Context: an optimization exercise on an open-source flow, tuned for small area and a short achievable clock period. The choices shown serve that exercise and are no tape-out recipe. Function was checked by simulation only, so behaviour that the tests miss may differ from the original. Power figures rest on the tool's default switching activity, not on a simulated workload.

red:
## tcp_rx_top
module tcp_rx_top #(
    parameter logic [47:0] board_mac  = 48'h02_00_c0_a8_0a_0a,
    parameter logic [15:0] local_port = 16'h0024
) (
    input  wire                                 aclk,
    input  wire                                 areset,
    input  wire tcp_rx_pkg::beat_t              in_tdata,
    input  wire [tcp_rx_pkg::data_bytes-1:0]    in_tkeep,
    input  wire                                 in_tvalid,
    input  wire                                 in_tlast,
    output logic                                in_tready,
    input  wire                                 established,
    input  wire [31:0]                          expected_seq,
    output tcp_rx_pkg::beat_t                   out_tdata,
    output logic [tcp_rx_pkg::data_bytes-1:0]   out_tkeep,
    output logic                                out_tlast,
    output logic                                out_tvalid,
    input  wire                                 out_tready,
    output logic                                seg_valid,
    output logic                                seg_syn,
    output logic                                seg_fin,
    output logic                                seg_ack,
    output logic                                seg_rst,
    output logic [31:0]                         seg_seq,
    output logic [31:0]                         seg_ack_num,
    output logic [47:0]                         peer_mac,
    output logic [31:0]                         peer_ip,
    output logic [15:0]                         peer_port,
    output logic [15:0]                         peer_window,
    output logic [15:0]                         seg_payload_len
);
    function automatic logic [7:0] lane(input logic [63:0] d, input int i);
        lane = d[8*i +: 8];
    endfunction
    logic        can_load;
    logic        fire;
  ...
export LEC_CHECK = 0
export CAP_MARGIN = 20
export CORE_MARGIN = 2
export CORE_UTILIZATION = 40
export CTS_BUF_LIST = sky130_fd_sc_hd__clkbuf_4
export CTS_CLUSTER_DIAMETER = 60
export CTS_CLUSTER_SIZE = 10
export SLEW_MARGIN = 20
create_clock -name core_clock -period 10.5 [get_ports {aclk}]
standard.sh (not shown) runs the stock make flow with config.mk's settings and CLKGATE_MAP_FILE= SYNTH_SCRIPT=/design/flow/synth_recipe.tcl, a recipe that flattens the netlist after the stock synthesis.
==> flow/flow/run.sh <==
#!/bin/bash
# The standard ORFS layout (standard.sh), with these changes:
#  - port buffers are buf_1 (the resizer may upsize them) instead of the
#    resizer's default pick;
#  - before floorplanning, in_tready gets a gate of its own (in_tready.tcl).
# Each tool's output is in orfs/logs/; make's own output goes to standard_flow.log.
set -euo pipefail
here=$(pwd)
export BUFFER_PORTS_ARGS="-buffer_cell sky130_fd_sc_hd__buf_1"
export SETUP_SLACK_MARGIN=6.0
export PRE_FLOORPLAN_TCL="$here/flow/in_tready.tcl"
export ADDER_MAP_FILE=
bash standard.sh > standard_flow.log 2>&1
==> flow/flow/in_tready.tcl <==
# Give the in_tready port a gate of its own, out_tready | !out_tvalid, so the
# port path is input buffer -> one gate -> output buffer and does not share a
# node with the internal can_load fanout. The logic function is unchanged.
set block [ord::get_db_block]
set bt_rdy [$block findBTerm in_tready]
set bt_otr [$block findBTerm out_tready]
set bt_otv [$block findBTerm out_tvalid]
set port_net [$bt_rdy getNet]
set int_net [odb::dbNet_create $block "can_load_int"]
foreach it [$port_net getITerms] {
  $it disconnect
  $it connect $int_net
}
set master [[ord::get_db] findMaster sky130_fd_sc_hd__nand2b_1]
set gate [odb::dbInst_create $block $master "in_tready_gate"]
[$gate findITerm A_N] connect [$bt_otr getNet]
[$gate findITerm B] connect [$bt_otv getNet]
[$gate findITerm Y] connect $port_net
puts "in_tready: own gate [$gate getName] on net [$port_net getName]; internal loads on [$int_net getName]"
red completed end to end with timing, DRC and antenna clean.
Inputs modified between red and blue:
-- flow/flow/run.sh --
<<< red, line 12
export ADDER_MAP_FILE=
>>> blue, line 12
## What came out
Diff red -> blue: final clock period utilization by the worst path roughly the same; share of cell area taken by multi-input logic gates higher; post-detailed-routing wire length lower; synthesized cell count lower. Slowest library cell on the worst path = sky130_fd_sc_hd__nand2b_1: red; slowest library cell on the worst path = sky130_fd_sc_hd__nand2b_4: blue. Final weighted congestion of routability-driven global placement essentially unchanged between red and blue. blue vs red: leakage component of the power up in blue. Compared with red, blue shows global-route wire length before repair that has gone down slightly.

---

The RTL this note starts from:
==> flow/design.v <==
`default_nettype none
package tcp_rx_pkg;
    localparam int data_bytes = 8;
    typedef logic [8*data_bytes-1:0] beat_t;
    localparam logic [15:0] ethertype_ipv4    = 16'h0800;
    localparam logic [7:0]  ip_proto_tcp      = 8'd6;
    localparam logic [3:0]  ipv4_ihl          = 4'd5;
    localparam int          eth_hdr_bytes     = 14;
    localparam int          ip_hdr_bytes      = 20;
    localparam int          tcp_min_hdr_bytes = 20;
    localparam int flag_fin = 0;
    localparam int flag_syn = 1;
    localparam int flag_rst = 2;
    localparam int flag_ack = 4;
    typedef struct packed {
        logic [31:0] src_mac_tail;
        logic [15:0] ethertype;
        logic [3:0]  version;
        logic [3:0]  ihl;
        logic [7:0]  tos;
    } hdr_b1_t;
    typedef struct packed {
        logic [15:0] total_len;
        logic [15:0] ident;
        logic [15:0] frag;
        logic [7:0]  ttl;
        logic [7:0]  protocol;
    } hdr_b2_t;
    typedef struct packed {
        logic [15:0] ip_csum;
        logic [31:0] src_ip;
        logic [15:0] dst_ip_head;
    } hdr_b3_t;
    typedef struct packed {
        logic [15:0] dst_ip_tail;
        logic [15:0] src_port;
        logic [15:0] dst_port;
        logic [15:0] seq_head;
    } hdr_b4_t;
    typedef struct packed {
        logic [15:0] seq_tail;
        logic [31:0] ack_num;
        logic [3:0]  data_off;
        logic [3:0]  rsvd;
        logic [7:0]  flags;
    } hdr_b5_t;
    typedef union packed {
        hdr_b1_t b1;
        hdr_b2_t b2;
        hdr_b3_t b3;
        hdr_b4_t b4;
        hdr_b5_t b5;
    } hdr_beat_t;
endpackage
`default_nettype wire
`default_nettype none
module tcp_rx_top #(
    parameter logic [47:0] board_mac  = 48'h02_00_c0_a8_0a_0a,
    parameter logic [15:0] local_port = 16'h0024
) (
    input  wire                                 aclk,
    input  wire                                 areset,
    input  wire tcp_rx_pkg::beat_t              in_tdata,
    input  wire [tcp_rx_pkg::data_bytes-1:0]    in_tkeep,
    input  wire                                 in_tvalid,
    input  wire                                 in_tlast,
    output logic                                in_tready,
    input  wire                                 established,
    input  wire [31:0]                          expected_seq,
    output tcp_rx_pkg::beat_t                   out_tdata,
    output logic [tcp_rx_pkg::data_bytes-1:0]   out_tkeep,
    output logic                                out_tlast,
    output logic                                out_tvalid,
    input  wire                                 out_tready,
    output logic                                seg_valid,
    output logic                                seg_syn,
    output logic                                seg_fin,
    output logic                                seg_ack,
    output logic                                seg_rst,
    output logic [31:0]                         seg_seq,
    output logic [31:0]                         seg_ack_num,
    output logic [47:0]                         peer_mac,
    output logic [31:0]                         peer_ip,
    output logic [15:0]                         peer_port,
    output logic [15:0]                         peer_window,
    output logic [15:0]                         seg_payload_len
);
    function automatic logic [7:0] lane(input logic [63:0] d, input int i);
        lane = d[8*i +: 8];
    endfunction
    logic        can_load;
    logic        fire;
    logic [2:0]  bc;         
    logic        hdr_ok;     
    logic [15:0] len_q;      
    logic [12:0] q;          
    logic        act;        
    logic        pre;        
    logic [2:0]  sc;         
    logic        m0;         
    logic        flush_q;
    logic [47:0] prev_q;     
    logic [2:0]  kc;         
    assign can_load  = !out_tvalid || out_tready;
    assign in_tready = can_load;
    assign fire      = in_tvalid && can_load;
    logic [3:0]  doff;
    logic [7:0]  flags;
    logic        mac_ok, type_ok, proto_ok, port_ok;
    logic        seq_ok, len_ok;
    logic        accept;
    logic [15:0] tl_in;
    assign doff  = in_tdata[55:52];
    assign tl_in = {lane(in_tdata, 0), lane(in_tdata, 1)};
    assign flags = lane(in_tdata, 7);
    assign mac_ok   = {lane(in_tdata, 0), lane(in_tdata, 1), lane(in_tdata, 2),
                       lane(in_tdata, 3), lane(in_tdata, 4), lane(in_tdata, 5)} == board_mac;
    assign type_ok  = {lane(in_tdata, 4), lane(in_tdata, 5)} == tcp_rx_pkg::ethertype_ipv4
                      && in_tdata[51:48] == tcp_rx_pkg::ipv4_ihl;
    assign proto_ok = lane(in_tdata, 7) == tcp_rx_pkg::ip_proto_tcp;
    assign port_ok  = {lane(in_tdata, 4), lane(in_tdata, 5)} == local_port;
    assign seq_ok   = {seg_seq[31:16], lane(in_tdata, 0), lane(in_tdata, 1)} == expected_seq;
    assign len_ok   = ({2'b00, len_q} > {12'd0, doff, 2'b00} + 18'd20) && len_q < 16'd65522;
    assign accept = hdr_ok && established && flags[tcp_rx_pkg::flag_ack]
                    && !flags[tcp_rx_pkg::flag_fin] && doff >= 4'd5 && seq_ok && len_ok;
    logic [2:0]  t_lo;       
    logic [2:0]  ll;         
    logic        wend;       
    logic [7:0]  hmask;
    logic [7:0]  v;          
    logic [2:0]  e;          
    logic [2:0]  diff;       
    logic        sp;         
    logic        fl;         
    logic        skip;
    logic        seg_end;
    logic        lw;
    assign t_lo  = {len_q[2] ^ ~m0, len_q[1:0]};
    assign ll    = t_lo + 3'd5;
    assign wend  = q[12:2] == '0 && q[1:0] == ((t_lo >= 3'd3) ? 2'd1 : 2'd2);
    always_comb begin
        for (int i = 0; i < 8; i++) begin
            hmask[i] = !wend || (3'(i) <= ll);
        end
    end
    assign v = in_tkeep & hmask;
    assign e[0] = (v[0] & ~v[1]) | (v[2] & ~v[3]) | (v[4] & ~v[5]) | (v[6] & ~v[7]);
    assign e[1] = (v[1] & ~v[3]) | (v[5] & ~v[7]);
    assign e[2] = v[3] & ~v[7];
    assign diff = e + {~m0, 2'b10};
    assign sp   = m0 ? v[6] : v[2];
    assign fl   = m0 ? v[5] : v[1];
    assign skip = pre && sc != 3'd0;
    assign seg_end = pre ? (sp && (wend || in_tlast)) : (wend || in_tlast);
    assign lw      = act && !skip && (seg_end || (!pre && fl));
    always_ff @(posedge aclk) begin
        if (areset) begin
            bc         <= '0;
            seg_valid  <= 1'b0;
            out_tvalid <= 1'b0;
            flush_q    <= 1'b0;
            act        <= 1'b0;
        end else begin
            seg_valid  <= fire && in_tlast && bc[2] && bc[1] && hdr_ok;
            out_tvalid <= !can_load || flush_q || (in_tvalid && lw);
            if (can_load) begin
                flush_q <= in_tvalid && act && !pre && seg_end && sp;
            end
            if (fire) begin
                if (in_tlast) begin
                    bc <= '0;
                end else if (bc != 3'd7) begin
                    bc <= bc + 3'd1;
                end
                if (bc == 3'd5) begin
                    act <= accept && !in_tlast;
                end else if (in_tlast || (!skip && seg_end)) begin
                    act <= 1'b0;
                end
            end
        end
    end
    always_ff @(posedge aclk) begin
        if (fire) begin
            prev_q <= in_tdata[63:16];
            q      <= (bc == 3'd2) ? tl_in[15:3] : q - 13'd1;
            if (bc == 3'd5) begin
                pre <= 1'b1;
                sc  <= doff[3:1] - 3'd2;
                m0  <= doff[0];
            end else if (act && pre) begin
                if (sc == 3'd0) begin
                    pre <= 1'b0;
                end else begin
                    sc <= sc - 3'd1;
                end
            end else if (act && seg_end && sp) begin
                sc <= diff;
            end
        end
        if (can_load) begin
            if (pre) begin
                out_tdata <= m0 ? {in_tdata[47:0], in_tdata[63:48]} : {in_tdata[15:0], in_tdata[63:16]};
            end else begin
                out_tdata <= m0 ? {in_tdata[47:0], prev_q[47:32]} : {in_tdata[15:0], prev_q};
            end
            out_tlast <= flush_q || (seg_end && !(!pre && sp));
            kc        <= flush_q ? sc : ((!pre && fl) ? 3'd0 : diff);
        end
    end
    always_comb begin
        for (int i = 0; i < 8; i++) begin
            out_tkeep[i] = kc == 3'd0 || 3'(i) < kc;
        end
    end
    always_ff @(posedge aclk) begin
        if (fire) begin
            case (bc)
                3'd0: begin
                    hdr_ok          <= mac_ok;
                    peer_mac[47:32] <= {lane(in_tdata, 6), lane(in_tdata, 7)};
                end
                3'd1: begin
                    hdr_ok         <= hdr_ok && type_ok;
                    peer_mac[31:0] <= {lane(in_tdata, 0), lane(in_tdata, 1),
                                       lane(in_tdata, 2), lane(in_tdata, 3)};
                end
                3'd2: begin
                    hdr_ok <= hdr_ok && proto_ok;
                    len_q  <= tl_in;
                end
                3'd3: begin
                    peer_ip <= {lane(in_tdata, 2), lane(in_tdata, 3),
                                lane(in_tdata, 4), lane(in_tdata, 5)};
                end
                3'd4: begin
                    hdr_ok          <= hdr_ok && port_ok;
                    peer_port       <= {lane(in_tdata, 2), lane(in_tdata, 3)};
                    seg_seq[31:16]  <= {lane(in_tdata, 6), lane(in_tdata, 7)};
                end
                3'd5: begin
                    seg_seq[15:0] <= {lane(in_tdata, 0), lane(in_tdata, 1)};
                    seg_ack_num   <= {lane(in_tdata, 2), lane(in_tdata, 3),
                                      lane(in_tdata, 4), lane(in_tdata, 5)};
                    seg_fin       <= flags[tcp_rx_pkg::flag_fin];
                    seg_syn       <= flags[tcp_rx_pkg::flag_syn];
                    seg_rst       <= flags[tcp_rx_pkg::flag_rst];
                    seg_ack       <= flags[tcp_rx_pkg::flag_ack];
                    len_q         <= len_q - 16'd20 - {10'd0, doff, 2'b00};
                end
                3'd6: begin
                    peer_window <= {lane(in_tdata, 0), lane(in_tdata, 1)};
                end
                default: begin
                end
            endcase
        end
    end
    assign seg_payload_len = len_q;
endmodule
`default_nettype wire
==> flow/config.mk <==
export PLATFORM = sky130hd
export DESIGN_NAME = tcp_rx_top
export DESIGN_NICKNAME = tcp_rx_top
export VERILOG_FILES = /design/flow/design.v
export SDC_FILE = /design/flow/constraint.sdc
export NUM_CORES = 4
export LEC_CHECK = 0
export CAP_MARGIN = 20
export CORE_MARGIN = 2
export CORE_UTILIZATION = 40
export SLEW_MARGIN = 20
==> flow/constraint.sdc <==
create_clock -name core_clock -period 10.5 [get_ports {aclk}]
set_input_delay 2.1000 -clock core_clock [delete_from_list [all_inputs] [get_ports {aclk}]]
set_output_delay 2.1000 -clock core_clock [all_outputs]
set_load 0.01 [all_outputs]
==> flow/flow/run.sh <==
#!/bin/bash
set -euo pipefail
export BUFFER_PORTS_ARGS="-buffer_cell sky130_fd_sc_hd__buf_1"
export SETUP_SLACK_MARGIN=6.0
bash standard.sh > standard_flow.log 2>&1
The first run ran to the end with no violations.
Rerun with:
==> flow/run.sh (new file) <==
#!/bin/bash
# synth_recipe.tcl (not shown) runs the flow's synth.tcl, then flattens the netlist and writes it again
# the make line also repeats each setting of config.mk as NAME=value (left out here)
make -C /OpenROAD-flow-scripts/flow DESIGN_CONFIG=/design/flow/config.mk WORK_HOME=/design/flow/orfs CLKGATE_MAP_FILE= SYNTH_SCRIPT=/design/flow/synth_recipe.tcl finish
removed: flow/flow/run.sh
removed: flow/standard.sh
- final cell count came out lower by 0.49%
- utilization climbs by 6.2 points
- wire length goes up by 3.5%
- worst setup slack gets worse by 0.96 ns
- non-clock buffer count fell by 5
- via count falls by 0.31%

---

Another version of the RTL of tcp_rx_top (not shown whole).
Size: ~860 cells after synthesis, roughly 380 I/O pins, about 13000 um2 of cells after synthesis.
clock: 10.5 ns
lec_check: 0
cap_margin: 5
core_margin: 2
core_utilization: 40
slew_margin: 5
==> flow/flow/run.sh <==
#!/bin/bash
# The standard ORFS layout (standard.sh), with these changes:
#  - port buffers are buf_1 (the resizer may upsize them) instead of the
#    resizer's default pick;
#  - before floorplanning, in_tready gets a gate of its own (in_tready.tcl);
#  - adders are left to ABC (no ADDER_MAP_FILE), registers are unchanged;
#  - clock tree: clkbuf_4 buffers, small clusters, no dummy load cells.
# Each tool's output is in orfs/logs/; make's own output goes to standard_flow.log.
set -euo pipefail
here=$(pwd)
export BUFFER_PORTS_ARGS="-buffer_cell sky130_fd_sc_hd__buf_1"
export SETUP_SLACK_MARGIN=6.0
export PRE_FLOORPLAN_TCL="$here/flow/in_tready.tcl"
export ADDER_MAP_FILE=
export CTS_ARGS="-sink_clustering_enable -repair_clock_nets -dont_use_dummy_load -buf_list sky130_fd_sc_hd__clkbuf_4 -sink_clustering_size 9 -sink_clustering_max_diameter 60"
bash standard.sh > standard_flow.log 2>&1
Scripts as last shown in full above: flow/flow/in_tready.tcl
The starting point ran to the end with no violations.
Then changed:
CAP_MARGIN = 20   (was 5)
CORE_UTILIZATION = 60   (was 40)
SLEW_MARGIN = 20   (was 5)
Non-clock buffer count is unchanged.
Wire length decreases by 9.9%.
Worst setup slack improved by 0.0052 ns.
Via count decreases by 0.33%.
Clock-buffer cell count stays the same.
Worst hold slack improved by 0.023 ns.
Die area decreases by 33%.
Then changed:
CORE_UTILIZATION = 40   (was 60)
After rerunning: The changed run passed the timing, design-rule and antenna checks; synthesized cell count is unchanged; clock power went up by about 2%; final cell count went up by 11%; non-clock buffer count stays the same; global-route usage went down by 7.9 points.
Then changed:
==> flow/flow/run.sh (replaced) <==
#!/bin/bash
# The standard ORFS layout (standard.sh), with these changes:
#  - synthesis leaves adders to ABC (no ADDER_MAP_FILE); registers are unchanged;
#  - after floorplanning, the combinational logic is resynthesized for area
#    (restructure.tcl) and in_tready gets a gate of its own (in_tready.tcl);
#  - port buffers are buf_1 (the resizer may upsize them) instead of the
#    resizer's default pick;
#  - clock tree: clkbuf_4 buffers, small clusters, no dummy load cells.
# Each tool's output is in orfs/logs/; make's own output goes to standard_flow.log.
set -euo pipefail
here=$(pwd)
mkdir -p "$here/restructure"
export FLOW_FLOW_DIR="$here/flow"
export RESTRUCTURE_WORK_DIR="$here/restructure"
export ADDER_MAP_FILE=
export POST_FLOORPLAN_TCL="$here/flow/restructure.tcl"
export BUFFER_PORTS_ARGS="-buffer_cell sky130_fd_sc_hd__buf_1"
export SETUP_SLACK_MARGIN=6.0
export CTS_ARGS="-sink_clustering_enable -repair_clock_nets -dont_use_dummy_load -buf_list sky130_fd_sc_hd__clkbuf_4 -sink_clustering_size 9 -sink_clustering_max_diameter 60"
bash standard.sh > standard_flow.log 2>&1
==> flow/flow/restructure.tcl (new file) <==
# After floorplanning: resynthesize the combinational logic for area with
# OpenROAD's restructure (ABC), registers untouched; then give in_tready its
# own gate (in_tready.tcl), which the restructure would otherwise merge away.
set_dont_use $::env(DONT_USE_CELLS)
report_design_area
restructure -target area -liberty_file $::env(LIB_FILES) \
  -tielo_port $::env(TIELO_CELL_AND_PORT) -tiehi_port $::env(TIEHI_CELL_AND_PORT) \
  -work_dir $::env(RESTRUCTURE_WORK_DIR) -abc_logfile $::env(RESTRUCTURE_WORK_DIR)/abc.log
report_design_area
source $::env(FLOW_FLOW_DIR)/in_tready.tcl
After rerunning: Power increases slightly. Sequential cell count stays the same. Synthesized area hardly moves. Utilization decreases by 1.3 points. Die area barely changes. Cell area decreases by a few percent. Sequential share of layout area increases by 1.8 points. Cell count increases slightly. Clock skew increases by 0.012 ns.
Then changed:
==> flow/flow/run.sh (replaced) <==
#!/bin/bash
# The standard ORFS layout (standard.sh), with these changes:
#  - port buffers are buf_1 (the resizer may upsize them) instead of the
#    resizer's default pick;
#  - before floorplanning, in_tready gets a gate of its own (in_tready.tcl);
#  - adders are left to ABC (no ADDER_MAP_FILE), registers are unchanged;
#  - clock tree: clkbuf_4 buffers, small clusters, no dummy load cells.
# Each tool's output is in orfs/logs/; make's own output goes to standard_flow.log.
set -euo pipefail
here=$(pwd)
export BUFFER_PORTS_ARGS="-buffer_cell sky130_fd_sc_hd__buf_1"
export SETUP_SLACK_MARGIN=6.0
export PRE_FLOORPLAN_TCL="$here/flow/in_tready.tcl"
export ADDER_MAP_FILE=
export CTS_ARGS="-sink_clustering_enable -repair_clock_nets -dont_use_dummy_load -buf_list sky130_fd_sc_hd__clkbuf_4 -sink_clustering_size 9 -sink_clustering_max_diameter 60"
bash standard.sh > standard_flow.log 2>&1
GPL_TIMING_DRIVEN = 0   (was not set)
removed: flow/flow/restructure.tcl
Final cell count barely changes. Combinational power went up by about 7%. Design area went up by 4.2%. Wire length went down by 0.39%. Via count went down by 5.1%. Total power went up by 0.60%. Hold slack gains 0.065 ns. Sequential power hardly moves. Clock skew went down by 0.0065 ns. Worst setup slack is about the same. Non-clock buffer count went up by 30.
Then changed:
--- a/flow/flow/run.sh
+++ b/flow/flow/run.sh
@@ -11,3 +11,3 @@
 export BUFFER_PORTS_ARGS="-buffer_cell sky130_fd_sc_hd__buf_1"
-export SETUP_SLACK_MARGIN=6.0
+export SETUP_SLACK_MARGIN=6.2
 export PRE_FLOORPLAN_TCL="$here/flow/in_tready.tcl"
GPL_TIMING_DRIVEN = not set   (was 0)
Effect:
- cell count fell by about 1.8%
- die area does not change
- sequential cell count stays the same
- power shrinks by 1.2%
- global-route usage came out lower by 1.6 points
- routed wire length decreases by about 7%
- combinational power drops by about 8%
- design area shrinks by about 1.3%
- clock power fell by about 3.4%
- clock-buffer cell count shrinks by 1

## static timing again, ports no longer ideal
How much do the figures lean on ideal ports? The routed layouts below were timed once more, with nothing changed but the port constraints. Step 1 assumes that a clkbuf_16 drives the clock port and a buf_2 every other input. Step 2 times the ports against the registers' clock, not the clock port: input delays grow and output delays shrink by t, the midpoint of the rising clock arrivals with the driver on. Slacks: ideal ports / drivers / drivers and shift; pairs: ideal ports / drivers.
| run | shift t [ns] | setup WS [ns] | slew at the worst register clock pin (ns) | worst data-port slew with drivers (ns) | pins driven straight from the clock port |
|---|---|---|---|---|---|
| red | 0.729 | 5.964 / 5.944 / 5.745 | 0.12 / 0.12 | 0.09 | 1 |
| blue | 0.720 | 5.958 / 5.922 / 5.680 | 0.11 / 0.11 | 0.08 | 1 |
| the first run of note 2 | 0.565 | 5.889 / 5.867 / 5.669 | 0.07 / 0.07 | 0.11 | 1 |
| the second run of note 2 | 0.556 | 4.930 / 4.905 / 4.859 | 0.06 / 0.06 | 0.13 | 1 |
| the first run of note 3 | 0.726 | 5.960 / 5.917 / 5.829 | 0.11 / 0.11 | 0.11 | 1 |
| the second run of note 3 | 0.673 | 5.965 / 5.925 / 5.708 | 0.11 / 0.11 | 0.08 | 1 |
| the third run of note 3 | 0.726 | 5.960 / 5.917 / 5.829 | 0.11 / 0.11 | 0.11 | 1 |
| the fourth run of note 3 | 0.719 | 5.956 / 5.931 / 5.558 | 0.10 / 0.10 | 0.09 | 1 |
| the fifth run of note 3 | 0.724 | 5.955 / 5.914 / 5.570 | 0.11 / 0.11 | 0.13 | 1 |
| the sixth run of note 3 | 0.726 | 5.960 / 5.917 / 5.829 | 0.11 / 0.11 | 0.11 | 1 |
After both steps every run listed still meets setup and hold. The setup slack of the fourth run of note 3, which loses most, moves by -0.025 ns with the drivers and by -0.398 ns with both steps.
